From an optimization exercise on the open Yosys and OpenROAD flow, aimed at small area and a short achievable clock period; shortcuts taken in it are not production practice. The RTL was checked by simulation tests, not by an equivalence proof against the original design. Power is estimated from default activity; no workload was simulated.

==> design/flow/design.v <==
package wave_capture_pkg;
   typedef enum logic [1:0] {
      IDLE    = 2'd0,
      ARMED   = 2'd1,
      CAPTURE = 2'd2,
      FULL    = 2'd3
   } cap_state_e;
   localparam logic [7:0] OFFSET_XOR = 8'h80;
   localparam int         SAMPLE_MSB = 15;
   localparam int         BYTE_W     = 8;
   function automatic logic [BYTE_W-1:0] to_offset(
      input logic [SAMPLE_MSB:0] s
   );
      to_offset = s[SAMPLE_MSB -: BYTE_W] ^ OFFSET_XOR;
   endfunction
   function automatic logic rising_zc(
      input logic [SAMPLE_MSB:0] prev,
      input logic [SAMPLE_MSB:0] cur
   );
      rising_zc = prev[SAMPLE_MSB] & ~cur[SAMPLE_MSB];
   endfunction
endpackage
module wave_capture_ram
#(
   parameter int ADDR_WIDTH = 8
) (
   input  logic                clk_i,
   input  logic                rst_ni,
   input  logic                we_i,       
   input  logic                last_i,     
   input  logic [wave_capture_pkg::BYTE_W-1:0] wdata_i,
   input  logic                publish_i,  
   input  logic [ADDR_WIDTH-1:0] raddr_i,
   output logic [wave_capture_pkg::BYTE_W-1:0] rdata_o
);
   localparam int BW    = wave_capture_pkg::BYTE_W;
   localparam int DEPTH = 1 << ADDR_WIDTH;
   logic [BW-1:0]          hold_q;
   logic                   shift_q;
   logic [BW*(DEPTH-1)-1:0] chain_q;    
   logic [BW*DEPTH-1:0]    disp_q;      
   logic [BW-1:0]          rdata_q;
   always_ff @(posedge clk_i) begin
      if (we_i) hold_q <= wdata_i;
   end
   always_ff @(posedge clk_i or negedge rst_ni) begin
      if (!rst_ni) shift_q <= 1'b0;
      else         shift_q <= we_i & ~last_i;
   end
   always_ff @(posedge clk_i) begin
      if (shift_q) chain_q <= {hold_q, chain_q[BW*(DEPTH-1)-1:BW]};
   end
   always_ff @(posedge clk_i) begin
      if (publish_i) disp_q <= {hold_q, chain_q};
   end
   always_ff @(posedge clk_i) begin
      rdata_q <= disp_q[BW*raddr_i +: BW];
   end
   assign rdata_o = rdata_q;
endmodule
module wave_capture
#(
   parameter int ADDR_WIDTH = 8
) (
   input  logic                  clk,
   input  logic                  reset,
   input  logic                  new_sample,
   input  logic [15:0]           sample_in,
   input  logic                  enable,
   input  logic                  frame_sync,
   input  logic [ADDR_WIDTH-1:0] read_addr,
   output logic [7:0]            read_data,
   output logic                  new_wave,
   output logic [1:0]            capture_state
);
   wave_capture_pkg::cap_state_e state_q;
   logic                  prev_neg_q;   
   logic [ADDR_WIDTH-1:0] cnt_q;
   logic                  new_wave_q;
   logic                  zc;
   logic                  tmo;
   logic                  trig;
   logic                  we;
   logic                  last;
   logic                  publish;
   assign zc   = prev_neg_q & ~sample_in[15];
   assign tmo  = &cnt_q;
   assign trig = new_sample & (zc | tmo);
   assign we      = enable & ((state_q == wave_capture_pkg::ARMED) ? trig :
                               (state_q == wave_capture_pkg::CAPTURE) & new_sample);
   assign publish = enable & (state_q == wave_capture_pkg::FULL) & frame_sync;
   assign last = (state_q == wave_capture_pkg::CAPTURE) & tmo;
   always_ff @(posedge clk or negedge reset) begin
      if (!reset) begin
         state_q    <= wave_capture_pkg::IDLE;
         prev_neg_q <= 1'b0;
         new_wave_q <= 1'b0;
      end else begin
         new_wave_q <= publish;
         if (new_sample) begin
            prev_neg_q <= sample_in[15];
         end
         if (!enable) begin
            state_q <= wave_capture_pkg::IDLE;
         end else begin
            unique case (state_q)
               wave_capture_pkg::IDLE:    state_q <= wave_capture_pkg::ARMED;
               wave_capture_pkg::ARMED:   if (trig) state_q <= wave_capture_pkg::CAPTURE;
               wave_capture_pkg::CAPTURE: if (new_sample & tmo) state_q <= wave_capture_pkg::FULL;
               wave_capture_pkg::FULL:    if (frame_sync) state_q <= wave_capture_pkg::ARMED;
               default: state_q <= wave_capture_pkg::IDLE;
            endcase
         end
      end
   end
   always_ff @(posedge clk) begin
      if (enable) begin
         unique case (state_q)
            wave_capture_pkg::IDLE: cnt_q <= '0;
            wave_capture_pkg::ARMED: begin
               if (trig)            cnt_q <= ADDR_WIDTH'(1);
               else if (new_sample) cnt_q <= cnt_q + ADDR_WIDTH'(1);
            end
            wave_capture_pkg::CAPTURE: if (new_sample) cnt_q <= cnt_q + ADDR_WIDTH'(1);
            wave_capture_pkg::FULL:    if (frame_sync) cnt_q <= '0;
            default: begin end
         endcase
      end
   end
   wave_capture_ram #(
      .ADDR_WIDTH(ADDR_WIDTH)
   ) u_ram (
      .clk_i    (clk),
      .rst_ni   (reset),
      .we_i     (we),
      .last_i   (last),
      .wdata_i  (wave_capture_pkg::to_offset(sample_in)),
      .publish_i(publish),
      .raddr_i  (read_addr),
      .rdata_o  (read_data)
   );
   assign new_wave      = new_wave_q;
   assign capture_state = state_q;
endmodule
==> design/flow/run.sh <==
#!/bin/bash
# synth_recipe.tcl (not shown) runs the flow's synth.tcl, then flattens the netlist and writes it again
# the make line also repeats each setting of config.mk as NAME=value (left out here)
make -C /OpenROAD-flow-scripts/flow DESIGN_CONFIG=/design/flow/config.mk WORK_HOME=/design/flow/orfs CLKGATE_MAP_FILE= SYNTH_SCRIPT=/design/flow/synth_recipe.tcl finish
==> design/flow/config.mk <==
export PLATFORM = sky130hd
export DESIGN_NAME = wave_capture
export DESIGN_NICKNAME = wave_capture
export VERILOG_FILES = /design/flow/design.v
export SDC_FILE = /design/flow/constraint.sdc
export NUM_CORES = 4
export LEC_CHECK = 0
export CAP_MARGIN = 20
export CORE_MARGIN = 2
export CORE_UTILIZATION = 40
export SLEW_MARGIN = 20
==> design/flow/constraint.sdc <==
create_clock -name core_clock -period 5.0 [get_ports {clk}]
set_input_delay 1.0000 -clock core_clock [delete_from_list [all_inputs] [get_ports {clk}]]
set_output_delay 1.0000 -clock core_clock [all_outputs]
set_load 0.01 [all_outputs]
==> results of run 1 <==
[power by group through the flow]
stage	clock (W)	sequential (W)	combinational (W)
global route	0.0322	0.0386	0.00259
detailed placement	0	0.0393	0.00244
floorplan	0	0.0408	0.00103
global placement	0	0.0393	0.00237
CTS	0.0309	0.0386	0.00243
finish	0.0301	0.0386	0.00237
[kinds of logic (layout without fill, tap and decap cells)]
family,count (synthesis),in the layout,share of synthesized area
buf+inv,202,1027,0.00996
other cells,0,2,0
compound gates,427,427,0.0212
simple gates,196,196,0.00767
flops,4117,4117,0.879
fa+ha+maj,5,5,0.000445
xor+xnor,7,7,0.000436
mux,597,597,0.0810
[how the worst min path moves through the flow]
stage                           from               to  slack (ps)  cells after the start
floorplan           u_ram.chain_q[0]  u_ram.disp_q[0]         400                      0
global placement    u_ram.chain_q[7]  u_ram.disp_q[7]         410                      0
detailed placement  u_ram.chain_q[7]  u_ram.disp_q[7]         410                      0
CTS                            reset       prev_neg_q         220                      1
global route                   reset       new_wave_q         270                      1
finish                         reset       new_wave_q         300                      1
[flip-flops by register name, indices dropped and copies added, names as in the netlist]
name	flops
u_ram.hold_q	8
u_ram.disp_q	2048
u_ram.rdata_q	8
u_ram.chain_q	2040
new_wave_q	1
prev_neg_q	1
state_q	2
u_ram.shift_q	1
cnt_q	8
[cell usage after synthesis, types with 9 or more instances]
cell | count | area share
o221ai_1 | 31 | 0.0019
a311oi_1 | 9 | 0.00056
buf_6 | 28 | 0.0022
a211oi_1 | 21 | 0.0011
buf_12 | 15 | 0.0021
nor3_1 | 31 | 0.0011
mux2i_1 | 165 | 0.012
buf_1 | 11 | 0.00029
nor2b_1 | 20 | 0.00089
o22ai_1 | 40 | 0.0018
mux4_2 | 426 | 0.068
buf_2 | 30 | 0.0011
a21oi_1 | 107 | 0.0038
a22oi_1 | 160 | 0.0086
nor4_1 | 26 | 0.0012
nand3_1 | 14 | 0.00050
edfxtp_1 | 4104 | 0.88
clkbuf_1 | 80 | 0.0021
nor2_1 | 32 | 0.00086
nand2_1 | 29 | 0.00077
buf_4 | 27 | 0.0014
nand2b_1 | 9 | 0.00040
[cell type report]
type | count | share of cell area
Sequential cell | 4117 | 0.766
Timing Repair Buffer | 289 | 0.0184
Clock buffer | 463 | 0.0637
Tap cell | 4599 | 0.0357
Antenna cell | 2 | 0.0000310
Clock inverter | 270 | 0.0190
Multi-Input combinational cell | 1232 | 0.0970
Inverter | 5 | 0.000116
[stage by stage]
stage	setup WS, ps	cell area (um2)	util	total power, W	hold slack, ps
2_1_floorplan	-11330	140000	-	0.0418	400
3_3_place_gp	115	148000	0.423	0.0417	405
3_5_place_dp	443	148000	0.423	0.0418	407
4_1_cts	1480	161000	0.461	0.0719	222
5_1_grt	1410	161000	0.461	0.0734	269
6_report	1440	161000	0.461	0.0711	296
[worst reg2reg max path: cells and delay by family (launching register included)]
kind | cells | cell delay, ps
buffers and inverters | 1 | 250
AND/OR/NAND/NOR | 2 | 590
multiplexers | 1 | 460
AO/OA/AOI/OAI | 3 | 830
flip-flops | 1 | 380
[layer usage]
layer,up-vias,GRT usage
met5,-,0
li1,24500,-
met4,0,0.0411
met1,30200,0.197
met3,398,0.0207
met2,1348,0.217
==> impl_metrics.yaml, run 1 <==
clock_tree:
  path_clk_slew_ps: 60
  clockBufferDepth: 4
  post_cts_buffers: 0
  cts_tree: "yes"
  clock_sinks: 4117
  clk_latency_ps: 960
  h-tree-depth: 5
  cts_resized: 0
  hold_buffers: 0
  cts_buffers: 398
  root_buffer: "clkbuf_16"
finish:
  syn_to_final_growth_pct: 14.8
  fin_cells: 11000
  regArea_um2: 124000
  nets: 6077
  final_common_cell: "edfxtp_1"
  layout-drive-gt1-share: 0.205
  layout_common_cells: "edfxtp_1 (4,104), mux4_2 (426), clkbuf_16 (399), buf_4 (201), mux2i_1 (165)"
  multiInputGateArea_um2: 15600
  n_fill_cell: 28000
placement:
  gp_congestion: 0.733
  dp_hpwl_mm: 143
  placed_cells: 10200
  place.port_buffers: 31
synth:
  synth_ff_type: "edfxtp_1"
  syn_area_per_cell_um2: 25.3
  yosysWarnings: 2
  yosysUniqueCellTypes: 64
  ys_seq_area_frac: 0.879
  synth-edff-count: 4104
  syn_area_um2: 140000
  syn-num-nets: 5585
  ys_seq_elements: 4117
  async_flop_share: 0.00121
  syn_inst: 5551
drt:
  wl_per_cell_um: 22.7
  ant_nets: 0
  wl_met2_mm: 118
  vias: 56400
  drt_pass1_iterations: 7
  via_per_inst: 5.14
  wl_met1_mm: 113
  wl_met3_mm: 12.0
  detail_route.iter0.violations: 6417
  wl_mm: 249
  drc: 0
  top_layer: "met4"
critical_path:
  crit_slowest_cell: "clkdlybuf4s50_1"
  arrival_ps: 4310
  start_kind: "input port"
  critPathKind: "in -> reg"
  endpoint: "u_ram.rdata_q[0]"
  rrSetupSlack_ps: 2360
  slowest_delay_ps: 870
  r2r_end: "u_ram.rdata_q[3]"
  timing.rr.start: "u_ram.disp_q[1707]"
  ff2ff_path_depth: 7
  crit_buf_inv: 3
  cp_top_family: "buffers and inverters"
  required_ps: 5750
  crit_path_cell_trace: "clkdlybuf4s50_1 > buf_4 > nand2b_1 > buf_4 > a21oi_1 > nor4_1 > nor4_1"
  cp-startpoint: "read_addr[5]"
  crit_cells: 7
  endpoint_kind: "register"
  crit_fanout: 15
global_route:
  antenna_found_initial: 12
  grt_max_degree: 140
  grt_pass1_wl_mm: 372
  grt_usage: 0.137
  grt_pass1_vias: 58400
  grt.overflow.total: 0
pwr:
  clockPowerShare: 0.424
  p_seq_frac: 0.543
  ir_drop_mv: 0.321
  power.leakage_nw: 38.4
  power_frac_comb: 0.033
  p_sw_frac: 0.206
  internal_power_w: 0.0564
  p_per_area_nw_per_um2: 441
  p_sw_w: 0.0146
die:
  die_w_um: 597
  ios: 40
  dieArea_um2: 356000
  die_h_um: 597
  initial_core_util: 0.402
  core_area_um2: 349000
  rows: 217
timing:
  tightestPinTransition_ps: 1030
  period_needed_ps: 3560
  relSlewSlack: 0.305
  finClkSkew_ps: 77.2
  slew_viol_final: 0
  rsz0062_at_grt: "no"
  period_share: 0.712
  finalSetupViolCount: 0
  hold_viol_final: 0
  setup_tns_ps: 0
  clock.fmax_mhz: 281
job:
  max_cap_viol_count: 0
status:
  status: "timing/DRC/antenna clean"
hold_path:
  hp-class: "in -> async"
==> run 2: changes to the inputs <==
--- a/design/flow/config.mk
+++ b/design/flow/config.mk
@@ -7,5 +7,9 @@
 export LEC_CHECK = 0
 export CAP_MARGIN = 20
 export CORE_MARGIN = 2
-export CORE_UTILIZATION = 40
+export CORE_UTILIZATION = 75
+export CTS_BUF_LIST = sky130_fd_sc_hd__clkbuf_16
+export CTS_CLUSTER_DIAMETER = 100
+export CTS_CLUSTER_SIZE = 25
+export SETUP_SLACK_MARGIN = 2.6
 export SLEW_MARGIN = 20
==> run 2 against run 1 <==
Against the previous run: critical path depth up 2; clock skew shrank 49 ps; largest power group unchanged; utilization grew 36 points; synthesized cell count did not move; clock power shrank 46%; design area is 5.4% lower; via count grew 1.2%; power is 19% lower; combinational power grew 11%; register-to-register slack improved by 240 ps; sequential cell count unchanged; routed wire length grew 5.6%; still clean on timing, DRC and antenna.
==> impl_metrics.yaml, run 2 <==
synth:
  yosysWarnings: 2
  synth_ff_type: "edfxtp_1"
  ys_seq_area_frac: 0.879
  yosysTopAreaCell: "edfxtp_1"
  synthTopCellsByArea: "edfxtp_1 (88%), mux4_2 (6.8%), mux2i_1 (1.2%)"
  ys_seq_elements: 4117
  syn_area_per_cell_um2: 25.3
  syn-num-nets: 5585
  async_flop_share: 0.00121
  synth_most_common_cell: "edfxtp_1"
  synth_top_area_frac: 0.877
  syn_area_um2: 140000
  synth_commonest_cells: "edfxtp_1 (4,104), mux4_2 (426), mux2i_1 (165)"
  synth-edff-count: 4104
  yosysUniqueCellTypes: 64
  syn_inst: 5551
global_route:
  grt_usage: 0.272
  antenna_found_initial: 9
  grt.overflow.total: 0
  grt_pass1_vias: 56900
  grt_max_degree: 163
  grt_pass1_wl_mm: 373
clock_tree:
  cts_buffers: 182
  clockBufferDepth: 3
  cts_tree: "yes"
  clock_sinks: 4117
  clk_latency_ps: 870
  h-tree-depth: 4
  root_buffer: "clkbuf_16"
  path_clk_slew_ps: 90
drt:
  vias: 57000
  via_per_inst: 6.78
  wl_mm: 263
  ant_nets: 0
  drt_pass1_iterations: 11
  drc: 0
  wl_per_cell_um: 31.2
  detail_route.iter0.violations: 7344
die:
  die_h_um: 437
  initial_core_util: 0.756
  ios: 40
  die_w_um: 437
  rows: 158
  dieArea_um2: 191000
  core_area_um2: 186000
critical_path:
  slowest_delay_ps: 420
  arrival_ps: 3270
  critPathKind: "in -> reg"
  crit_slowest_cell: "a21oi_1"
  crit_fanout: 29
  required_ps: 5760
  crit_path_cell_trace: "buf_6 > buf_8 > and2_2 > buf_12 > a22oi_1 > a21oi_1 > nor4_4 > buf_4 > nor4b_2"
  start_kind: "input port"
  endpoint_kind: "register"
pwr:
  power.leakage_nw: 35.4
  p_per_area_nw_per_um2: 377
  p_total_w: 0.0575
  ir_drop_mv: 0.388
job:
  max_cap_viol_count: 0
finish:
  layout-drive-gt1-share: 0.182
  final_common_cell: "edfxtp_1"
  largest_register_ffs: 2048
  nets: 5919
  reg_top3: "u_ram.disp_q (2048), u_ram.chain_q (2040)"
  syn_to_final_growth_pct: 8.54
  layout_common_cells: "edfxtp_1 (4,104), mux4_2 (426), clkbuf_16 (196), buf_4 (182), mux2i_1 (165)"
  fin_cells: 8420
  top_register: "u_ram.disp_q"
  n_fill_cell: 8034
placement:
  placed_cells: 8084
  dp_hpwl_mm: 139
  place.port_buffers: 31
  gp_congestion: 0.763
timing:
  rsz0062_at_grt: "yes"
  finalSetupViolCount: 0
  setup_tns_ps: 0
  tightestPinTransition_ps: 1020
  hold_viol_final: 0
  period_needed_ps: 2510
  period_share: 0.501
  clock.fmax_mhz: 399
  relSlewSlack: 0.323
  slew_viol_final: 0
  timing.hold.ws_ps: 381
  finClkSkew_ps: 27.9
status:
  status: "timing/DRC/antenna clean"
hold_path:
  hp-class: "in -> async"
-- run 2: final timing paths --
| kind | cells past startpoint | start | slack (ps) | endpoint |
|---|---|---|---|---|
| setup / recovery | 9 | read_addr[4] | 2490 | u_ram.rdata_q[2] |
| hold / removal | 1 | reset | 380 | new_wave_q |
| setup reg to reg | 2 | u_ram.shift_q | 2600 | u_ram.chain_q[1346] |
| hold reg to reg | 0 | u_ram.chain_q[6] | 430 | u_ram.disp_q[6] |
| max in group asynchronous | 1 | reset | 4380 | u_ram.shift_q |
| min in group core_clock | 0 | u_ram.chain_q[6] | 430 | u_ram.disp_q[6] |
-- run 2: per-layer routing --
layer  vias up  GRT usage  part of all wire
met5         -          0           0.00010
met4         4     0.0748             0.028
met3       375     0.0447             0.076
met2      2557      0.448              0.51
met1     30300      0.392              0.39
li1      23900          -                 -
-- run 2: per-stage QoR --
step | util | instance area (um2) | worst slack [ps]
after global routing | 0.821 | 152000 | 2490
after detailed placement | 0.781 | 145000 | 332
after floorplan | - | 140000 | -11330
final | 0.821 | 152000 | 2490
after CTS | 0.817 | 152000 | 2500
after global placement | 0.781 | 145000 | 266
-- run 2: layout make-up --
cell class | instances | area (um2) | area share
clock inverters | 45 | 179 | 0.00117
well taps | 2480 | 3100 | 0.0204
multi-input cells | 1233 | 16200 | 0.107
flip-flops and latches | 4117 | 124000 | 0.810
clock buffers | 191 | 4780 | 0.0313
repair buffers | 346 | 4590 | 0.0301
inverters | 5 | 18.8 | 0.000123
diodes | 3 | 7.51 | 0.0000492
-- run 2: cells by family (layout without fill, tap and decap cells) --
group	count (synthesis)	in the layout	synth area share
compound gates	427	427	0.0212
xor+xnor	7	7	0.000436
fa+ha+maj	5	5	0.000445
buf+inv	202	587	0.00996
flops	4117	4117	0.879
mux	597	597	0.0810
other cells	0	3	0
simple gates	196	197	0.00767
-- run 2: worst max-delay path, delay by kind of cell --
family	cells	cell delay, ps
buf+inv	4	940
simple gates	3	630
compound gates	2	570
-- run 2: power breakdown --
| group | total, W | internal (W) | switching (W) |
|---|---|---|---|
| Sequential | 0.0385 | 0.0383 | 0.000184 |
| Combinational | 0.00264 | 0.000825 | 0.00181 |
| Clock | 0.0164 | 0.00686 | 0.00951 |
-- run 2: what timing repair did --
action | in CTS | in global routing
gates cloned | 19 | 6
hold buffers | 0 | 0
buffers inserted | 57 | 15
setup endpoints to repair | 1587 | 188
pin swaps | 19 | 21
gates resized for setup | 193 | 78
==> run 3: changes to the inputs <==
--- a/design/flow/design.v
+++ b/design/flow/design.v
@@ -53,8 +53,26 @@
    always_ff @(posedge clk_i) begin
       if (publish_i) disp_q <= {hold_q, chain_q};
    end
+   localparam int LO  = ADDR_WIDTH / 2;
+   localparam int NLO = 1 << LO;
+   localparam int NHI = DEPTH / NLO;
+   logic [NLO-1:0] sel_lo;
+   logic [NHI-1:0] sel_hi;
+   logic [BW-1:0]  grp [NHI];
+   logic [BW-1:0]  rdata_d;
+   always_comb begin
+      for (int i = 0; i < NLO; i++) sel_lo[i] = (raddr_i[LO-1:0] == LO'(i));
+      for (int g = 0; g < NHI; g++) sel_hi[g] = (raddr_i[ADDR_WIDTH-1:LO] == (ADDR_WIDTH-LO)'(g));
+      rdata_d = '0;
+      for (int g = 0; g < NHI; g++) begin
+         grp[g] = '0;
+         for (int i = 0; i < NLO; i++)
+            grp[g] = grp[g] | ({BW{sel_lo[i]}} & disp_q[BW*(NLO*g+i) +: BW]);
+         rdata_d = rdata_d | ({BW{sel_hi[g]}} & grp[g]);
+      end
+   end
    always_ff @(posedge clk_i) begin
-      rdata_q <= disp_q[BW*raddr_i +: BW];
+      rdata_q <= rdata_d;
    end
    assign rdata_o = rdata_q;
 endmodule
==> run 3 against run 2 <==
Against the previous run: sequential cell count stayed put; first-iteration DRC count is 49% higher; sequential power hardly changed; worst setup slack worse by 350 ps; cell count is 8.0% higher; clock-buffer cell count is 2 lower; fmax is 12% lower; worst hold slack worse by 34 ps; highest routed layer unchanged.
==> impl_metrics.yaml, run 3 <==
synth:
  synth_fa_ha_area_frac: 0.000454
  ys_seq_area_frac: 0.896
  ys_seq_elements: 4117
  synth_commonest_cells: "edfxtp_1 (4,104), a22oi_1 (472), clkbuf_1 (156)"
  synth_top_family_by_area: "compound AO/OA/AOI/OAI gates"
  synth-xor-area-share: 0.000445
  syn-num-nets: 6171
  yosysTopAreaCell: "edfxtp_1"
  synth_most_common_cell: "edfxtp_1"
  synthTopCellsByArea: "edfxtp_1 (89%), a22oi_1 (2.6%), a22o_1 (0.84%)"
  synth_compound_area_frac: 0.0666
  muxShareOfSynthArea: 0.0147
  async_flop_share: 0.00121
  syn_area_per_cell_um2: 22.5
  syn_area_um2: 138000
  synth-simple-area-share: 0.0132
  synth_ff_type: "edfxtp_1"
  syn_inst: 6137
  yosysUniqueCellTypes: 69
  synth_top_area_frac: 0.894
  yosysWarnings: 3
  synth-edff-count: 4104
status:
  status: "timing/DRC/antenna clean"
critical_path:
  slowest_delay_ps: 640
  critPathKind: "in -> reg"
  start_kind: "input port"
  endpoint_kind: "register"
  required_ps: 5740
  arrival_ps: 3600
  rrSetupSlack_ps: 2520
  timing.rr.start: "u_ram.disp_q[922]"
  crit_slowest_cell: "nor4_4"
  crit_path_cell_trace: "buf_16 > buf_16 > nor4_4 > buf_4 > buf_12 > buf_8 > a22oi_2 > o211ai_1 > nor4_4 > o41ai_4 > a2111oi_4 > nand3_1"
  ff2ff_path_depth: 7
  crit_fanout: 6
  r2r_end: "u_ram.rdata_q[2]"
timing:
  hold_viol_final: 0
  tightestPinTransition_ps: 915
  setup_tns_ps: 0
  rsz0062_at_grt: "yes"
  clock.fmax_mhz: 350
  period_needed_ps: 2860
  finClkSkew_ps: 36.9
  period_share: 0.572
  relSlewSlack: 0.390
  timing.hold.ws_ps: 347
  finalSetupViolCount: 0
  slew_viol_final: 0
drt:
  via_per_inst: 7.19
  drc: 0
  drt_pass1_iterations: 6
  ant_nets: 0
  wl_per_cell_um: 35.2
  wl_mm: 320
  detail_route.iter0.violations: 11000
  vias: 65300
finish:
  final_area_um2: 153000
  layout-drive-gt1-share: 0.145
  top_register: "u_ram.disp_q"
  final_common_cell: "edfxtp_1"
  reg_top3: "u_ram.disp_q (2048), u_ram.chain_q (2040)"
  layout_common_cells: "edfxtp_1 (4,104), a22oi_1 (466), buf_4 (291), clkbuf_16 (206), a22o_1 (133)"
  syn_to_final_growth_pct: 10.6
  nets: 6605
  n_fill_cell: 7814
  largest_register_ffs: 2048
die:
  rows: 157
  ios: 40
  dieArea_um2: 187000
  die_w_um: 433
  initial_core_util: 0.754
  die_h_um: 433
  core_area_um2: 183000
pwr:
  ir_drop_mv: 0.485
  p_per_area_nw_per_um2: 382
  power.leakage_nw: 36.6
global_route:
  grt_max_degree: 141
  antenna_found_initial: 15
  grt.overflow.total: 0
  grt_pass1_vias: 61800
  grt_pass1_wl_mm: 438
  grt_usage: 0.336
placement:
  place_area_um2: 143000
  place.port_buffers: 31
  dp_hpwl_mm: 174
  gp_congestion: 0.866
hold_path:
  hp-class: "in -> async"
clock_tree:
  cts_tree: "yes"
  clock_sinks: 4117
  clockBufferDepth: 3
  path_clk_slew_ps: 100
  h-tree-depth: 4
  root_buffer: "clkbuf_16"
  hold_buffers: 0
  clk_latency_ps: 890
  cts_buffers: 182
job:
  max_cap_viol_count: 0
run 3: worst max-delay path, delay by kind of cell:
kind	cells	cell delay (ps)
compound gates	4	1060
simple gates	3	840
buf+inv	5	660
run 3: final cells by class:
| type | count | area [um2] | area share |
|---|---|---|---|
| clock inverters | 47 | 191 | 0.00126 |
| well taps | 2464 | 3080 | 0.0202 |
| repair buffers | 511 | 6460 | 0.0423 |
| multi-input cells | 1753 | 14500 | 0.0948 |
| diodes | 7 | 17.5 | 0.000115 |
| inverters | 6 | 22.5 | 0.000148 |
| clock buffers | 189 | 4730 | 0.0310 |
| flip-flops and latches | 4117 | 124000 | 0.810 |
run 3: metrics by stage:
step	power, W	worst slack [ps]	utilization	instances
2_1_floorplan	0.0420	-11330	-	6137
3_3_place_gp	0.0420	562	0.784	8667
3_5_place_dp	0.0421	527	0.784	8667
4_1_cts	0.0581	2300	0.826	9020
5_1_grt	0.0596	2160	0.834	9088
6_report	0.0582	2140	0.834	9094
run 3: where the power goes:
group | switching, W | leakage [nW] | internal (W)
combinational | 0.00229 | 8.11 | 0.000967
sequential | 0.000178 | 25.9 | 0.0383
clock | 0.00966 | 2.58 | 0.00680
total | 0.0121 | 36.6 | 0.0461
run 3: worst max-delay path by stage:
stage / startpoint / to / slack (ps) / depth (start not counted)
after floorplan: frame_sync / new_wave_q / -11330 / 1
after global placement: read_addr[1] / u_ram.rdata_q[2] / 560 / 9
after detailed placement: read_addr[0] / u_ram.rdata_q[2] / 530 / 9
after CTS: read_addr[1] / u_ram.rdata_q[4] / 2300 / 13
after global routing: read_addr[0] / u_ram.rdata_q[2] / 2160 / 12
final: read_addr[0] / u_ram.rdata_q[2] / 2140 / 12
run 3: what timing repair did:
action / 4_1_cts / 5_1_grt
gates resized for setup: 299 / 139
gates cloned: 30 / 17
setup endpoints to repair: 1268 / 914
setup buffers: 87 / 50
pin swaps: 43 / 82
run 3: logic make-up after synthesis:
kind of cell | after synthesis
buffers and inverters | 272
AOI/OAI and AO/OA | 1182
and+or+nand+nor | 362
xor gates and xnor gates | 7
muxes | 192
adders and majority gates | 5
DFF | 4117
run 3: layer usage:
layer	up-vias	part of all wire	track usage	wire length, um
met5	-	0.00029	0	94
met4	14	0.039	0.117	12400
met3	631	0.12	0.0586	38000
met2	4652	0.47	0.520	151000
met1	33600	0.37	0.501	118000
li1	26400	-	-	-
==> run 4: changes to the inputs <==
--- a/design/flow/config.mk
+++ b/design/flow/config.mk
@@ -11,5 +11,5 @@
 export CTS_BUF_LIST = sky130_fd_sc_hd__clkbuf_16
 export CTS_CLUSTER_DIAMETER = 100
 export CTS_CLUSTER_SIZE = 25
-export SETUP_SLACK_MARGIN = 2.6
+export SETUP_SLACK_MARGIN = 3.0
 export SLEW_MARGIN = 20
==> run 4 against run 3 <==
Against the previous run: clock-buffer cell count unchanged; sequential share of layout area decreased by 3.6 points; sequential power about the same; first-iteration DRC count increased by 21%; critical path depth unchanged; critical path type unchanged; highest routed layer unchanged.
==> impl_metrics.yaml, run 4 <==
drt:
  wl_per_cell_um: 39.5
  vias: 70600
  via_per_inst: 7.51
  detail_route.iter0.violations: 13200
  ant_nets: 0
  drt_pass1_iterations: 12
  drc: 0
  wl_mm: 371
global_route:
  grt_use_met3: 0.0643
  busiest_layer: "met2"
  grt_pass1_wl_mm: 459
  use_met1: 0.521
  grt_usage: 0.354
  antenna_found_initial: 9
  grt.overflow.total: 0
  grt_max_degree: 141
  grt_pass1_vias: 63600
  use_met2: 0.550
die:
  ios: 40
  die_h_um: 433
  rows: 157
  initial_core_util: 0.754
  core_area_um2: 183000
  die_w_um: 433
  dieArea_um2: 187000
synth:
  synth-simple-area-share: 0.0132
  synth-edff-count: 4104
  synthTopCellsByArea: "edfxtp_1 (89%), a22oi_1 (2.6%), a22o_1 (0.84%)"
  syn-num-nets: 6171
  syn_area_um2: 138000
  yosysTopAreaCell: "edfxtp_1"
  syn_inst: 6137
  muxShareOfSynthArea: 0.0147
  synth_most_common_cell: "edfxtp_1"
  ys_seq_area_frac: 0.896
  ys_seq_elements: 4117
  async_flop_share: 0.00121
  synth_commonest_cells: "edfxtp_1 (4,104), a22oi_1 (472), clkbuf_1 (156)"
  synth_compound_area_frac: 0.0666
  yosysUniqueCellTypes: 69
  synth_top_family_by_area: "compound AO/OA/AOI/OAI gates"
  synth-xor-area-share: 0.000445
  synth_top_area_frac: 0.894
  yosysWarnings: 3
  synth_ff_type: "edfxtp_1"
  syn_area_per_cell_um2: 22.5
  synth_fa_ha_area_frac: 0.000454
timing:
  tightestPinTransition_ps: 943
  rsz0062_at_grt: "yes"
  finClkSkew_ps: 35.2
  finalSetupViolCount: 0
  hold_viol_final: 0
  clock.fmax_mhz: 342
  period_needed_ps: 2930
  setup_tns_ps: 0
  period_share: 0.585
  relSlewSlack: 0.363
  slew_viol_final: 0
pwr:
  p_total_w: 0.0597
  power.leakage_nw: 39.6
  ir_drop_mv: 0.440
  p_per_area_nw_per_um2: 374
clock_tree:
  cts_tree: "yes"
  clockBufferDepth: 3
  root_buffer: "clkbuf_16"
  cts_buffers: 182
  path_clk_slew_ps: 100
  clk_latency_ps: 900
  h-tree-depth: 4
  clock_sinks: 4117
critical_path:
  crit_slowest_cell: "nand4_1"
  arrival_ps: 3700
  crit_buf_inv: 6
  crit_path_cell_trace: "buf_16 > buf_12 > nor4b_4 > buf_4 > buf_12 > buf_12 > buf_4 > a221oi_1 > nand4_1 > a22o_1 > nor4_4 > nand3_2"
  required_ps: 5770
  start_kind: "input port"
  endpoint: "u_ram.rdata_q[4]"
  critPathKind: "in -> reg"
  timing.critical_path.mode_cell: "buf_12"
  ff2ff_path_depth: 7
  endpoint_kind: "register"
  r2r_end: "u_ram.rdata_q[2]"
  slowest_delay_ps: 460
  cp-startpoint: "read_addr[1]"
  rrSetupSlack_ps: 2480
  crit_fanout: 16
  timing.rr.start: "u_ram.disp_q[922]"
  cp_top_family: "simple AND/OR/NAND/NOR gates"
  crit_cells: 12
finish:
  reg_top3: "u_ram.disp_q (2048), u_ram.chain_q (2040)"
  final_common_cell: "edfxtp_1"
  n_fill_cell: 6554
  layout_common_cells: "edfxtp_1 (4,104), a22oi_1 (464), clkbuf_16 (300), buf_4 (276), buf_12 (148)"
  syn_to_final_growth_pct: 15.7
  layout-drive-gt1-share: 0.185
  largest_register_ffs: 2048
  nets: 6912
  top_register: "u_ram.disp_q"
placement:
  place.port_buffers: 31
  dp_hpwl_mm: 174
  gp_congestion: 0.866
job:
  max_cap_viol_count: 0
hold_path:
  hp-class: "in -> async"
status:
  status: "timing/DRC/antenna clean"
## run 4: kinds of logic (layout without fill, tap and decap cells)
| group | count (synthesis) | after routing |
|---|---|---|
| DFF | 4117 | 4117 |
| other | 0 | 5 |
| buffers and inverters | 272 | 1060 |
| AOI/OAI and AO/OA | 1182 | 1182 |
| xor gates and xnor gates | 7 | 7 |
| adders and majority gates | 5 | 5 |
| muxes | 192 | 192 |
| and+or+nand+nor | 362 | 367 |
## run 4: per-stage QoR
step	hold slack (ps)	worst slack [ps]	std cells	util	instance area [um2]
after floorplan	400	-11330	6137	-	138000
after global placement	401	562	8667	0.784	143000
after detailed placement	407	527	8667	0.784	143000
after CTS	291	2300	9148	0.842	154000
after global routing	336	2020	9395	0.872	160000
final	343	2070	9399	0.873	160000
## run 4: worst reg2reg max path: cells and delay by family, from the launching register on
| kind | cells | cell delay (ps) |
|---|---|---|
| AOI/OAI and AO/OA | 4 | 1340 |
| DFF | 1 | 400 |
| and+or+nand+nor | 2 | 340 |
| muxes | 1 | 320 |
## run 4: report_power, final
group	switching (W)	internal (W)
clock	0.0101	0.00681
sequential	0.000176	0.0383
combinational	0.00269	0.00162
## run 4: what timing repair did
| item | in CTS | in global routing |
|---|---|---|
| hold buffers | 0 | 0 |
| pin swaps | 43 | 128 |
| buffers inserted | 157 | 93 |
| gates resized for setup | 478 | 315 |
| cloned | 88 | 153 |
| endpoints found under the setup margin | 3745 | 1527 |
## run 4: how the worst min path moves through the flow
stage	start	to	slack (ps)	cells past startpoint
CTS	reset	u_ram.shift_q	290	1
global placement	u_ram.chain_q[2]	u_ram.disp_q[2]	400	0
global route	reset	u_ram.shift_q	340	1
detailed placement	u_ram.chain_q[3]	u_ram.disp_q[3]	410	0
finish	reset	u_ram.shift_q	340	1
floorplan	u_ram.chain_q[0]	u_ram.disp_q[0]	400	0
## run 4: layout make-up
class                      instances  area (um2)  share of cell area
tap                             2464        3080              0.0193
timing repair buffer             818       13400              0.0839
antenna                            5        12.5           0.0000784
multi-input combinational       1753       14600              0.0915
sequential                      4117      124000               0.774
clock inverter                    47         191             0.00120
clock buffer                     189        4730              0.0296
inverter                           6        22.5            0.000141
## run 4: per-layer routing
metal | wire length, um | up-vias
li1 | - | 27100
met1 | 125000 | 35800
met2 | 175000 | 6698
met3 | 50600 | 1087
met4 | 21300 | 4
met5 | 27 | -
==> run 5: changes to the inputs <==
==> design/flow/config.mk (replaced) <==
export PLATFORM = sky130hd
export DESIGN_NAME = wave_capture
export DESIGN_NICKNAME = wave_capture
export VERILOG_FILES = /design/flow/design.v
export SDC_FILE = /design/flow/constraint.sdc
export NUM_CORES = 4
export LEC_CHECK = 0
export CAP_MARGIN = 20
export CORE_MARGIN = 2
export CORE_UTILIZATION = 40
export SETUP_SLACK_MARGIN = 2.5
export SLEW_MARGIN = 20
==> run 5 against run 4 <==
Against the previous run: utilization is 40 points lower; still clean; fmax up 3.3%; routed wire length down 9.2%; sequential cell count unchanged; critical endpoint is now u_ram.rdata_q[5]; synthesized cell count unchanged.
==> impl_metrics.yaml, run 5 <==
hold_path:
  hp-class: "in -> async"
timing:
  finClkSkew_ps: 50.8
  relSlewSlack: 0.321
  slew_viol_final: 0
  setup_tns_ps: 0
  rsz0062_at_grt: "yes"
  fin_ws_ps: 2170
  period_share: 0.567
  timing.hold.ws_ps: 366
  period_needed_ps: 2830
  finalSetupViolCount: 0
  clock.fmax_mhz: 353
  hold_viol_final: 0
  tightestPinTransition_ps: 1020
global_route:
  grt_max_degree: 153
  grt.overflow.total: 0
  grt_usage: 0.186
  antenna_found_initial: 15
  grt_pass1_vias: 64400
  grt_pass1_wl_mm: 469
synth:
  ys_seq_elements: 4117
  syn_area_per_cell_um2: 22.5
  synthTopCellsByArea: "edfxtp_1 (89%), a22oi_1 (2.6%), a22o_1 (0.84%)"
  yosysUniqueCellTypes: 69
  syn-num-nets: 6171
  syn_inst: 6137
  synth_top_area_frac: 0.894
  syn_area_um2: 138000
  async_flop_share: 0.00121
  synth-edff-count: 4104
  synth_ff_type: "edfxtp_1"
  ys_seq_area_frac: 0.896
  yosysWarnings: 3
  yosysTopAreaCell: "edfxtp_1"
  synth_commonest_cells: "edfxtp_1 (4,104), a22oi_1 (472), clkbuf_1 (156)"
  synth_most_common_cell: "edfxtp_1"
clock_tree:
  clock_sinks: 4117
  root_buffer: "clkbuf_16"
  clockBufferDepth: 4
  h-tree-depth: 5
  clk_latency_ps: 910
  hold_buffers: 0
  path_clk_slew_ps: 60
  cts_buffers: 387
  cts_tree: "yes"
finish:
  layout_common_cells: "edfxtp_1 (4,104), a22oi_1 (460), clkbuf_16 (408), buf_4 (313), a22o_1 (132)"
  layout-drive-gt1-share: 0.189
  top_register: "u_ram.disp_q"
  final_common_cell: "edfxtp_1"
  syn_to_final_growth_pct: 18.1
  n_fill_cell: 27500
  final_area_um2: 163000
  reg_top3: "u_ram.disp_q (2048), u_ram.chain_q (2040)"
  largest_register_ffs: 2048
  nets: 6840
critical_path:
  rrSetupSlack_ps: 2580
  arrival_ps: 3610
  required_ps: 5770
  timing.rr.start: "u_ram.disp_q[906]"
  ff2ff_path_depth: 9
  crit_fanout: 31
  start_kind: "input port"
  critPathKind: "in -> reg"
  endpoint_kind: "register"
  r2r_end: "u_ram.rdata_q[2]"
die:
  die_h_um: 591
  ios: 40
  core_area_um2: 343000
  initial_core_util: 0.402
  rows: 215
  die_w_um: 591
  dieArea_um2: 349000
pwr:
  power.leakage_nw: 40.2
  ir_drop_mv: 0.305
  power_frac_comb: 0.047
  p_sw_w: 0.0150
  p_seq_frac: 0.543
  p_sw_frac: 0.211
  internal_power_w: 0.0560
  p_per_area_nw_per_um2: 436
  clockPowerShare: 0.410
drt:
  wl_mm: 337
  drt_pass1_iterations: 9
  top_layer: "met5"
  wl_met1_mm: 139
  wl_per_cell_um: 28.9
  drc: 0
  ant_nets: 0
  via_per_inst: 5.61
  vias: 65600
  wl_met3_mm: 29.7
  detail_route.iter0.violations: 8987
  wl_met2_mm: 159
placement:
  place.port_buffers: 31
  gp_congestion: 0.803
  dp_slack_ps: 279
  dp_hpwl_mm: 190
  place_area_um2: 147000
job:
  max_cap_viol_count: 0
status:
  status: "timing/DRC/antenna clean"
[run 5: stage by stage]
step | util | std cells | total power (W)
2_1_floorplan | - | 6137 | 0.0420
3_3_place_gp | 0.428 | 10800 | 0.0422
3_5_place_dp | 0.428 | 10800 | 0.0423
4_1_cts | 0.472 | 11600 | 0.0715
5_1_grt | 0.475 | 11700 | 0.0731
6_report | 0.475 | 11700 | 0.0711
[run 5: worst max-delay path by stage]
stage | start | endpoint | slack, ps
floorplan | frame_sync | new_wave_q | -11330
global placement | read_addr[0] | u_ram.rdata_q[4] | -150
detailed placement | read_addr[0] | u_ram.rdata_q[7] | 280
CTS | read_addr[1] | u_ram.rdata_q[0] | 2200
global route | read_addr[1] | u_ram.rdata_q[5] | 2160
finish | read_addr[1] | u_ram.rdata_q[5] | 2170
[run 5: cells by family after synthesis]
family,count (synthesis),synth area share
muxes,192,0.0147
xor gates and xnor gates,7,0.000445
buffers and inverters,272,0.00879
AOI/OAI and AO/OA,1182,0.0666
adders and majority gates,5,0.000454
and+or+nand+nor,362,0.0132
DFF,4117,0.896
[run 5: cell type report]
type                    instances  area, um2  share of cell area
flip-flops and latches       4117     124000               0.759
multi-input cells            1751      14500              0.0888
clock buffers                 474      10200              0.0628
repair buffers                543       6600              0.0405
well taps                    4557       5700              0.0350
clock inverters               227       2260              0.0139
inverters                       6       22.5            0.000138
diodes                          7       17.5            0.000108
[run 5: per-layer routing]
metal,vias to the layer above,global-route usage
li1,27200,-
met1,34600,0.265
met2,3242,0.297
met3,502,0.0326
met4,6,0.0488
met5,-,0
[run 5: power groups by stage]
stage	clock (W)	sequential, W	combinational (W)
2_1_floorplan	0	0.0410	0.00109
3_3_place_gp	0	0.0393	0.00291
3_5_place_dp	0	0.0393	0.00297
4_1_cts	0.0296	0.0386	0.00324
5_1_grt	0.0309	0.0386	0.00352
6_report	0.0292	0.0386	0.00332
[run 5: repair_timing]
item | 4_1_cts | 5_1_grt
gates resized for setup | 294 | 133
cloned | 18 | 11
pin swaps | 65 | 82
setup buffers | 94 | 31
setup endpoints to repair | 579 | 592
hold endpoints to repair | 0 | 0
[run 5: worst max-delay path, cell delays in order]
cell	delay [ps]
buf_16	140
buf_16	160
buf_12	140
nand2_4	330
buf_12	350
o22ai_1	190
o31ai_4	410
o21ai_0	250
nor4_4	320
buf_4	160
nand3_2	60
==> run 6: changes to the inputs <==
--- a/design/flow/design.v
+++ b/design/flow/design.v
@@ -39,7 +39,6 @@
    logic                   shift_q;
    logic [BW*(DEPTH-1)-1:0] chain_q;    
    logic [BW*DEPTH-1:0]    disp_q;      
-   logic [BW-1:0]          rdata_q;
    always_ff @(posedge clk_i) begin
       if (we_i) hold_q <= wdata_i;
    end
@@ -59,22 +58,26 @@
    logic [NLO-1:0] sel_lo;
    logic [NHI-1:0] sel_hi;
    logic [BW-1:0]  grp [NHI];
-   logic [BW-1:0]  rdata_d;
+   logic [BW-1:0]  rd0_d, rd1_d;
+   logic [BW-1:0]  rd0_nq, rd1_nq;
    always_comb begin
       for (int i = 0; i < NLO; i++) sel_lo[i] = (raddr_i[LO-1:0] == LO'(i));
       for (int g = 0; g < NHI; g++) sel_hi[g] = (raddr_i[ADDR_WIDTH-1:LO] == (ADDR_WIDTH-LO)'(g));
-      rdata_d = '0;
+      rd0_d = '0;
+      rd1_d = '0;
       for (int g = 0; g < NHI; g++) begin
          grp[g] = '0;
          for (int i = 0; i < NLO; i++)
             grp[g] = grp[g] | ({BW{sel_lo[i]}} & disp_q[BW*(NLO*g+i) +: BW]);
-         rdata_d = rdata_d | ({BW{sel_hi[g]}} & grp[g]);
+         if (g < NHI / 2) rd0_d = rd0_d | ({BW{sel_hi[g]}} & grp[g]);
+         else             rd1_d = rd1_d | ({BW{sel_hi[g]}} & grp[g]);
       end
    end
    always_ff @(posedge clk_i) begin
-      rdata_q <= rdata_d;
+      rd0_nq <= ~rd0_d;
+      rd1_nq <= ~rd1_d;
    end
-   assign rdata_o = rdata_q;
+   assign rdata_o = ~(rd0_nq & rd1_nq);
 endmodule
 module wave_capture
 #(
--- a/design/flow/config.mk
+++ b/design/flow/config.mk
@@ -7,6 +7,9 @@
 export LEC_CHECK = 0
 export CAP_MARGIN = 20
 export CORE_MARGIN = 2
-export CORE_UTILIZATION = 40
-export SETUP_SLACK_MARGIN = 2.5
+export CORE_UTILIZATION = 75
+export CTS_BUF_LIST = sky130_fd_sc_hd__clkbuf_16
+export CTS_CLUSTER_DIAMETER = 100
+export CTS_CLUSTER_SIZE = 25
+export SETUP_SLACK_MARGIN = 2.6
 export SLEW_MARGIN = 20
==> run 6 against run 5 <==
Against the previous run: synthesized cell count up 3.8%; routed wire length down 7.2%; die area fell by 46%; fmax grew 9.2%; highest routed layer is now met4.
==> impl_metrics.yaml, run 6 <==
synth:
  synth-edff-count: 4104
  synth_most_common_cell: "edfxtp_1"
  synth_ff_type: "edfxtp_1"
  synth-simple-area-share: 0.00934
  synth-xor-area-share: 0.000377
  syn_area_per_cell_um2: 21.9
  synth_fa_ha_area_frac: 0.000449
  yosysWarnings: 3
  synth_top_family_by_area: "compound AO/OA/AOI/OAI gates"
  synthTopCellsByArea: "edfxtp_1 (88%), a22oi_1 (2.9%), mux2i_1 (1.9%)"
  synth_compound_area_frac: 0.0747
  syn_inst: 6373
  muxShareOfSynthArea: 0.0186
  ys_seq_area_frac: 0.887
  syn-num-nets: 6407
  syn_area_um2: 139000
  synth_commonest_cells: "edfxtp_1 (4,104), a22oi_1 (543), mux2i_1 (258)"
  ys_seq_elements: 4125
  async_flop_share: 0.00121
  synth_top_area_frac: 0.884
  yosysUniqueCellTypes: 48
  yosysTopAreaCell: "edfxtp_1"
finish:
  top_register: "u_ram.disp_q"
  final_area_um2: 154000
  final_common_cell: "edfxtp_1"
  fin_cells: 9374
  layout_common_cells: "edfxtp_1 (4,104), a22oi_1 (519), buf_4 (265), mux2i_1 (257), o22ai_1 (243)"
  reg_top3: "u_ram.disp_q (2048), u_ram.chain_q (2040)"
  nets: 6800
  syn_to_final_growth_pct: 10.7
  largest_register_ffs: 2048
  layout-drive-gt1-share: 0.128
pwr:
  p_total_w: 0.0625
  p_per_area_nw_per_um2: 405
  ir_drop_mv: 0.424
  power.leakage_nw: 48.8
critical_path:
  endpoint_kind: "register"
  crit_fanout: 51
  critPathKind: "in -> reg"
  arrival_ps: 3370
  start_kind: "input port"
  ff2ff_path_depth: 6
  required_ps: 5770
drt:
  wl_per_cell_um: 33.4
  wl_met2_mm: 157
  drc: 0
  drt_pass1_iterations: 8
  wl_met1_mm: 115
  via_per_inst: 7.06
  wl_met3_mm: 30.2
  vias: 66200
  wl_mm: 313
  top_layer: "met4"
  ant_nets: 0
  detail_route.iter0.violations: 9841
timing:
  period_needed_ps: 2590
  finalSetupViolCount: 0
  finClkSkew_ps: 28.4
  slew_viol_final: 0
  relSlewSlack: 0.403
  rsz0062_at_grt: "yes"
  clock.fmax_mhz: 385
  period_share: 0.519
  setup_tns_ps: 0
  hold_viol_final: 0
  tightestPinTransition_ps: 896
clock_tree:
  root_buffer: "clkbuf_16"
  clockBufferDepth: 3
  cts_tree: "yes"
  path_clk_slew_ps: 100
  h-tree-depth: 4
  clk_latency_ps: 880
  clock_sinks: 4125
  cts_buffers: 182
hold_path:
  hp-class: "in -> async"
placement:
  placed_cells: 8881
  dp_hpwl_mm: 164
  place_area_um2: 145000
  gp_congestion: 0.800
  place.port_buffers: 31
global_route:
  grt_usage: 0.316
  grt_max_degree: 149
  antenna_found_initial: 9
  grt.overflow.total: 0
  grt_pass1_vias: 63400
  grt_pass1_wl_mm: 430
die:
  die_w_um: 435
  rows: 158
  initial_core_util: 0.754
  core_area_um2: 185000
  die_h_um: 435
  ios: 40
  dieArea_um2: 189000
job:
  max_cap_viol_count: 0
status:
  status: "timing/DRC/antenna clean"
==> run 6: cell type report <==
type / count / area (um2)
timing repair buffer: 518 / 6940
tap: 2480 / 3100
antenna: 7 / 17.5
clock buffer: 185 / 4630
clock inverter: 120 / 510
inverter: 6 / 22.5
sequential: 4125 / 124000
multi-input combinational: 1933 / 15400
fill: 8251 / 30700
==> run 6: layer usage <==
metal,global-route usage,up-vias
met5,0,-
met4,0.0984,0
met3,0.0480,496
met2,0.521,4127
met1,0.451,34300
li1,-,27200
==> run 6: final timing paths <==
path / startpoint / endpoint / slack, ps
worst max-delay path: read_addr[1] / u_ram.rd0_nq[0] / 2410
min in group core_clock: u_ram.chain_q[7] / u_ram.disp_q[7] / 430
worst min-delay path: reset / state_q[1] / 360
max in group asynchronous: reset / u_ram.shift_q / 4400
worst max register to register: state_q[0] / u_ram.disp_q[95] / 2650
worst min register to register: u_ram.chain_q[7] / u_ram.disp_q[7] / 430
==> run 6: timing repair <==
action,in CTS,in global routing
cloned,19,22
setup buffers,94,46
setup endpoints to repair,1179,204
resized for setup,225,149
hold buffers,0,0
pin swaps,39,88
==> run 6: metrics by stage <==
step / utilization / hold slack, ps / setup slack (ps)
after floorplan: - / 400 / -11330
after global placement: 0.786 / 407 / 348
after detailed placement: 0.786 / 405 / 243
after CTS: 0.825 / 304 / 2360
after global routing: 0.834 / 352 / 2400
final: 0.834 / 361 / 2410
==> run 6: report_power, final <==
part	total, W	leakage, nW	internal (W)	switching, W
clock	0.0165	2.91	0.00677	0.00975
sequential	0.0420	37.3	0.0410	0.00102
combinational	0.00401	8.58	0.00115	0.00286
total	0.0625	48.8	0.0489	0.0136
==> run 6: cell families after synthesis <==
kind of cell	count (synthesis)
adder cells (fa/ha/maj)	5
multiplexers	259
buffers and inverters	320
AND/OR/NAND/NOR	253
AO/OA/AOI/OAI	1405
XOR/XNOR	6
flip-flops	4125
==> run 6: worst max-delay path: stages <==
cell and delay [ps]:
buf_16 140, nor2b_4 170, buf_12 180, a22o_1 330, a222oi_1 510, a31oi_2 280, a2111o_1 420, nor4_2 150
==> run 7: changes to the inputs <==
--- a/design/flow/design.v
+++ b/design/flow/design.v
@@ -52,27 +52,13 @@
    always_ff @(posedge clk_i) begin
       if (publish_i) disp_q <= {hold_q, chain_q};
    end
-   localparam int LO  = ADDR_WIDTH / 2;
-   localparam int NLO = 1 << LO;
-   localparam int NHI = DEPTH / NLO;
-   logic [NLO-1:0] sel_lo;
-   logic [NHI-1:0] sel_hi;
-   logic [BW-1:0]  grp [NHI];
-   logic [BW-1:0]  rd0_d, rd1_d;
-   logic [BW-1:0]  rd0_nq, rd1_nq;
-   always_comb begin
-      for (int i = 0; i < NLO; i++) sel_lo[i] = (raddr_i[LO-1:0] == LO'(i));
-      for (int g = 0; g < NHI; g++) sel_hi[g] = (raddr_i[ADDR_WIDTH-1:LO] == (ADDR_WIDTH-LO)'(g));
-      rd0_d = '0;
-      rd1_d = '0;
-      for (int g = 0; g < NHI; g++) begin
-         grp[g] = '0;
-         for (int i = 0; i < NLO; i++)
-            grp[g] = grp[g] | ({BW{sel_lo[i]}} & disp_q[BW*(NLO*g+i) +: BW]);
-         if (g < NHI / 2) rd0_d = rd0_d | ({BW{sel_hi[g]}} & grp[g]);
-         else             rd1_d = rd1_d | ({BW{sel_hi[g]}} & grp[g]);
-      end
-   end
+   localparam int HALF = BW * DEPTH / 2;
+   logic [ADDR_WIDTH-2:0] raddr_lo;
+   logic [BW-1:0]         rd0_d, rd1_d;
+   logic [BW-1:0]         rd0_nq, rd1_nq;
+   assign raddr_lo = raddr_i[ADDR_WIDTH-2:0];
+   assign rd0_d    = disp_q[BW*raddr_lo +: BW]        & {BW{~raddr_i[ADDR_WIDTH-1]}};
+   assign rd1_d    = disp_q[HALF + BW*raddr_lo +: BW] & {BW{ raddr_i[ADDR_WIDTH-1]}};
    always_ff @(posedge clk_i) begin
       rd0_nq <= ~rd0_d;
       rd1_nq <= ~rd1_d;
==> run 7 against run 6 <==
Against the previous run: critical endpoint is now read_data[3]; sequential power decreased by 8.1%; sequential cell count is the same; register-to-register slack is essentially flat; synthesized cell count fell by 11%; design area shrank 1.5%; die area is 0.53% higher; area after synthesis is 0.54% higher; worst hold slack improved by 9.0 ps; still clean.
==> impl_metrics.yaml, run 7 <==
global_route:
  grt.overflow.total: 0
  antenna_found_initial: 12
  grt_usage: 0.283
  grt_max_degree: 140
  grt_pass1_vias: 57000
  grt_pass1_wl_mm: 384
synth:
  syn_area_per_cell_um2: 24.7
  synth-edff-count: 4104
  syn_area_um2: 140000
  syn_inst: 5668
  ys_seq_area_frac: 0.882
  synth_top_area_frac: 0.879
  synth_most_common_cell: "edfxtp_1"
  synth_ff_type: "edfxtp_1"
  async_flop_share: 0.00121
  yosysTopAreaCell: "edfxtp_1"
  yosysUniqueCellTypes: 50
  syn-num-nets: 5702
  yosysWarnings: 2
  synth_commonest_cells: "edfxtp_1 (4,104), mux2i_1 (385), a22oi_1 (332)"
  ys_seq_elements: 4125
  synthTopCellsByArea: "edfxtp_1 (88%), mux4_2 (5.1%), mux2i_1 (2.7%)"
critical_path:
  crit_buf_inv: 1
  required_ps: 4000
  cp_top_family: "flip-flops"
  critPathKind: "reg -> out"
  start_kind: "register"
  crit_slowest_cell: "dfxtp_4"
  endpoint_kind: "output pin"
  slowest_delay_ps: 430
  crit_path_cell_trace: "nand2_8 > buf_6"
  crit_fanout: 1
  arrival_ps: 1530
timing:
  setup_tns_ps: 0
  slew_viol_final: 0
  period_share: 0.506
  clock.fmax_mhz: 395
  fin_ws_ps: 2470
  rsz0062_at_grt: "yes"
  finalSetupViolCount: 0
  hold_viol_final: 0
  timing.hold.ws_ps: 370
  tightestPinTransition_ps: 896
  period_needed_ps: 2530
  relSlewSlack: 0.403
  finClkSkew_ps: 34.0
die:
  ios: 40
  dieArea_um2: 190000
  die_h_um: 436
  initial_core_util: 0.755
  rows: 158
  core_area_um2: 186000
  die_w_um: 436
drt:
  drt_pass1_iterations: 6
  drc: 0
  via_per_inst: 6.74
  ant_nets: 0
  wl_mm: 267
  wl_per_cell_um: 31.1
  detail_route.iter0.violations: 7888
  vias: 57900
clock_tree:
  clock_sinks: 4125
  cts_buffers: 182
  h-tree-depth: 4
  path_clk_slew_ps: 90
  root_buffer: "clkbuf_16"
  clockBufferDepth: 3
  clk_latency_ps: 870
  hold_buffers: 0
  cts_tree: "yes"
finish:
  layout_common_cells: "edfxtp_1 (4,104), mux2i_1 (385), a22oi_1 (329), mux4_2 (320), clkbuf_16 (193)"
  reg_top3: "u_ram.disp_q (2048), u_ram.chain_q (2040)"
  top_register: "u_ram.disp_q"
  largest_register_ffs: 2048
  nets: 6021
  final_common_cell: "edfxtp_1"
  layout-drive-gt1-share: 0.150
  syn_to_final_growth_pct: 8.48
  fin_util: 0.819
  final_area_um2: 152000
placement:
  gp_congestion: 0.785
  place.port_buffers: 31
  dp_hpwl_mm: 152
  dp_slack_ps: 826
  place_area_um2: 146000
pwr:
  ir_drop_mv: 0.426
  power.leakage_nw: 36.1
  p_per_area_nw_per_um2: 378
hold_path:
  hp-class: "in -> async"
status:
  status: "timing/DRC/antenna clean"
job:
  max_cap_viol_count: 0
-- run 7: worst paths after layout --
path | start | end | slack, ps | cells past startpoint
hold / removal | reset | prev_neg_q | 370 | 1
setup reg to reg | u_ram.disp_q[1588] | u_ram.rd1_nq[4] | 2640 | 5
min in group core_clock | u_ram.chain_q[490] | u_ram.chain_q[482] | 430 | 0
max in group asynchronous | reset | u_ram.shift_q | 4390 | 1
setup / recovery | u_ram.rd1_nq[3] | read_data[3] | 2470 | 2
hold reg to reg | u_ram.chain_q[490] | u_ram.chain_q[482] | 430 | 0
-- run 7: metrics by stage --
stage	cells	total power, W
after floorplan	5668	0.0417
after global placement	8220	0.0415
after detailed placement	8220	0.0416
after CTS	8558	0.0577
after global routing	8583	0.0589
final	8588	0.0574
-- run 7: cell type report --
cell class | instances | area, um2
Tap cell | 2480 | 3100
Inverter | 5 | 18.8
Multi-Input combinational cell | 1347 | 15900
Clock inverter | 107 | 407
Timing Repair Buffer | 326 | 4080
Sequential cell | 4125 | 124000
Antenna cell | 7 | 17.5
Fill cell | 8125 | 33600
Clock buffer | 191 | 4780
-- run 7: cells by family after synthesis --
kind of cell               after synthesis  share of synthesized area
DFF                                   4125                      0.882
xor gates and xnor gates                 7                   0.000437
buffers and inverters                  197                    0.00704
muxes                                  706                     0.0790
AOI/OAI and AO/OA                      405                     0.0221
adders and majority gates                5                   0.000446
and+or+nand+nor                        223                    0.00868
-- run 7: what timing repair did --
item | 4_1_cts | 5_1_grt
setup buffers | 33 | 22
gates resized for setup | 155 | 34
gates cloned | 7 | 1
setup endpoints to repair | 1803 | 264
endpoints found under the hold margin | 0 | 0
pin swaps | 18 | 5
-- run 7: report_power, final --
group	switching [W]	leakage [nW]	internal (W)	total, W
Clock	0.00959	2.92	0.00692	0.0165
Combinational	0.00167	7.25	0.000666	0.00233
Sequential	0.000194	26.0	0.0384	0.0386
-- run 7: routing by layer --
metal  GRT usage  share of wire  vias to the layer above
li1            -              -                    24200
met1       0.424           0.40                    30800
met2       0.451           0.50                     2483
met3      0.0390          0.071                      372
met4      0.0846          0.029                        2
met5           0       0.000045                        -
==> run 8: changes to the inputs <==
--- a/design/flow/config.mk
+++ b/design/flow/config.mk
@@ -11,5 +11,5 @@
 export CTS_BUF_LIST = sky130_fd_sc_hd__clkbuf_16
 export CTS_CLUSTER_DIAMETER = 100
 export CTS_CLUSTER_SIZE = 25
-export SETUP_SLACK_MARGIN = 2.6
+export SETUP_SLACK_MARGIN = 2.8
 export SLEW_MARGIN = 20
==> run 8 against run 7 <==
Against the previous run: clock-buffer cell count is the same; via count grew 2.5%; global-route usage grew 1.2 points; register-to-register slack gained 100 ps; sequential cell count is the same; routed wire length grew 7.9%; cell count grew 0.95%; critical endpoint unchanged.
==> impl_metrics.yaml, run 8 <==
status:
  status: "timing/DRC/antenna clean"
finish:
  layout-drive-gt1-share: 0.166
  final_area_um2: 154000
  top_register: "u_ram.disp_q"
  syn_to_final_growth_pct: 9.85
  largest_register_ffs: 2048
  n_fill_cell: 7827
  layout_common_cells: "edfxtp_1 (4,104), mux2i_1 (385), mux4_2 (320), a22oi_1 (311), clkbuf_16 (211)"
  reg_top3: "u_ram.disp_q (2048), u_ram.chain_q (2040)"
  final_common_cell: "edfxtp_1"
  fin_util: 0.830
  nets: 6105
critical_path:
  crit_buf_inv: 1
  timing.rr.start: "state_q[1]"
  slowest_delay_ps: 430
  endpoint_kind: "output pin"
  crit_fanout: 1
  r2r_end: "u_ram.disp_q[545]"
  rrSetupSlack_ps: 2740
  ff2ff_path_depth: 7
  critPathKind: "reg -> out"
  required_ps: 4000
  crit_path_cell_trace: "nand2_8 > buf_6"
  arrival_ps: 1540
  start_kind: "register"
  crit_slowest_cell: "dfxtp_4"
  cp_top_family: "flip-flops"
die:
  core_area_um2: 186000
  die_h_um: 436
  ios: 40
  rows: 158
  dieArea_um2: 190000
  initial_core_util: 0.755
  die_w_um: 436
drt:
  wl_per_cell_um: 33.3
  drc: 0
  vias: 59300
  via_per_inst: 6.84
  wl_mm: 288
  drt_pass1_iterations: 6
  ant_nets: 0
  detail_route.iter0.violations: 8477
clock_tree:
  path_clk_slew_ps: 90
  root_buffer: "clkbuf_16"
  clk_latency_ps: 870
  cts_buffers: 182
  clock_sinks: 4125
  cts_tree: "yes"
  clockBufferDepth: 3
  h-tree-depth: 4
pwr:
  power.leakage_nw: 37.0
  p_per_area_nw_per_um2: 375
  ir_drop_mv: 0.407
timing:
  finalSetupViolCount: 0
  period_needed_ps: 2540
  slew_viol_final: 0
  hold_viol_final: 0
  fin_ws_ps: 2460
  relSlewSlack: 0.429
  finClkSkew_ps: 39.2
  timing.hold.ws_ps: 374
  clock.fmax_mhz: 394
  rsz0062_at_grt: "yes"
  period_share: 0.507
  setup_tns_ps: 0
  tightestPinTransition_ps: 857
synth:
  syn-num-nets: 5702
  yosysWarnings: 2
  ys_seq_elements: 4125
  syn_area_per_cell_um2: 24.7
  synth_ff_type: "edfxtp_1"
  async_flop_share: 0.00121
  synthTopCellsByArea: "edfxtp_1 (88%), mux4_2 (5.1%), mux2i_1 (2.7%)"
  synth_commonest_cells: "edfxtp_1 (4,104), mux2i_1 (385), a22oi_1 (332)"
  syn_inst: 5668
  syn_area_um2: 140000
  synth_top_area_frac: 0.879
  ys_seq_area_frac: 0.882
  synth_most_common_cell: "edfxtp_1"
  yosysUniqueCellTypes: 50
  synth-edff-count: 4104
  yosysTopAreaCell: "edfxtp_1"
global_route:
  grt_max_degree: 140
  grt_pass1_vias: 57900
  grt_usage: 0.295
  grt_pass1_wl_mm: 397
  antenna_found_initial: 14
  grt.overflow.total: 0
placement:
  place_area_um2: 146000
  dp_slack_ps: 826
  place.port_buffers: 31
  gp_congestion: 0.785
  dp_hpwl_mm: 152
hold_path:
  hp-class: "in -> async"
job:
  max_cap_viol_count: 0
==> run 8: report_power, final <==
group	leakage, nW	internal [W]	switching [W]
clock network	2.92	0.00692	0.00972
registers	26.0	0.0384	0.000181
logic	8.10	0.000817	0.00180
==> run 8: kinds of logic after synthesis <==
family / count (synthesis) / synth area share
AND/OR/NAND/NOR: 223 / 0.00868
XOR/XNOR: 7 / 0.000437
multiplexers: 706 / 0.0790
flip-flops: 4125 / 0.882
AO/OA/AOI/OAI: 405 / 0.0221
adder cells (fa/ha/maj): 5 / 0.000446
buffers and inverters: 197 / 0.00704
==> run 8: repair_timing <==
item,CTS,global route
buffers inserted,73,32
cloned,21,21
resized for setup,228,85
endpoints found under the setup margin,3470,586
pin swaps,28,21
hold buffers,0,0
==> run 8: worst max-delay path by stage <==
stage                               start              end  slack (ps)  depth (start not counted)
final                     u_ram.rd1_nq[3]     read_data[3]        2460                          2
after global routing      u_ram.rd1_nq[3]     read_data[3]        2410                          2
after CTS                 u_ram.rd1_nq[3]     read_data[3]        2390                          2
after detailed placement     read_addr[2]  u_ram.rd0_nq[7]         830                          8
after global placement       read_addr[2]  u_ram.rd0_nq[0]         860                          8
after floorplan                frame_sync       new_wave_q      -11330                          1
==> run 8: metal layers <==
layer  vias up  GRT usage  routed length (um)  share of wire
li1      24400          -                   -              -
met1     31200      0.435              110000           0.38
met2      3237      0.476              144000           0.50
met3       454     0.0421               24500          0.085
met4         4     0.0925               10100          0.035
met5         -          0                  20       0.000069
==> run 8: through the flow <==
stage               total power, W  std cells
global route                0.0592       8668
floorplan                   0.0417       5668
CTS                         0.0578       8612
finish                      0.0578       8670
global placement            0.0415       8220
detailed placement          0.0416       8220
==> run 8: cell type report <==
| cell class | instances | area, um2 | share of cell area |
|---|---|---|---|
| sequential | 4125 | 124000 | 0.803 |
| multi-input combinational | 1347 | 16100 | 0.105 |
| timing repair buffer | 410 | 5830 | 0.0379 |
| clock buffer | 191 | 4780 | 0.0310 |
| tap | 2480 | 3100 | 0.0202 |
| clock inverter | 107 | 407 | 0.00264 |
| inverter | 5 | 18.8 | 0.000122 |
| antenna | 5 | 12.5 | 0.0000812 |
==> run 8: worst reg2reg max path: cells and delay by family, from the launching register on <==
family | cells | cell delay (ps)
flip-flops | 1 | 360
buffers and inverters | 5 | 1130
adder cells (fa/ha/maj) | 1 | 190
AND/OR/NAND/NOR | 1 | 270

==> port drivers added, routing unchanged <==
How much do the figures lean on ideal ports? The routed layouts below were timed once more, with nothing changed but the port constraints. Step 1, drivers: a clkbuf_16 drives clk and a buf_2 each remaining input, both assumed. Step 2 times the ports against the registers' clock, not the clock port: input delays grow and output delays shrink by t, the midpoint of the rising clock arrivals with the driver on. a / b / c = no drivers / after step 1 / after step 2; a / b = the first two.
run	shift t [ns]	setup WS [ns]	clock arrival spread, ns	pins driven straight from the clock port
run 1	1.018	1.442 / 1.513 / 0.495	0.089 / 0.089	1
run 2	0.938	2.493 / 2.179 / 1.241	0.034 / 0.034	1
run 3	0.954	2.142 / 1.971 / 1.017	0.039 / 0.039	1
run 4	0.972	2.075 / 1.930 / 0.957	0.044 / 0.043	1
run 5	0.982	2.167 / 1.966 / 0.984	0.059 / 0.060	1
run 6	0.959	2.406 / 2.335 / 1.376	0.031 / 0.032	1
run 7	0.944	2.471 / 2.379 / 1.469	0.039 / 0.039	1
run 8	0.945	2.464 / 2.371 / 1.536	0.041 / 0.042	1
After both steps every run listed still meets setup and hold. For run 2, which loses most, drivers alone change the setup slack by -0.314 ns; drivers and shift together by -1.252 ns.
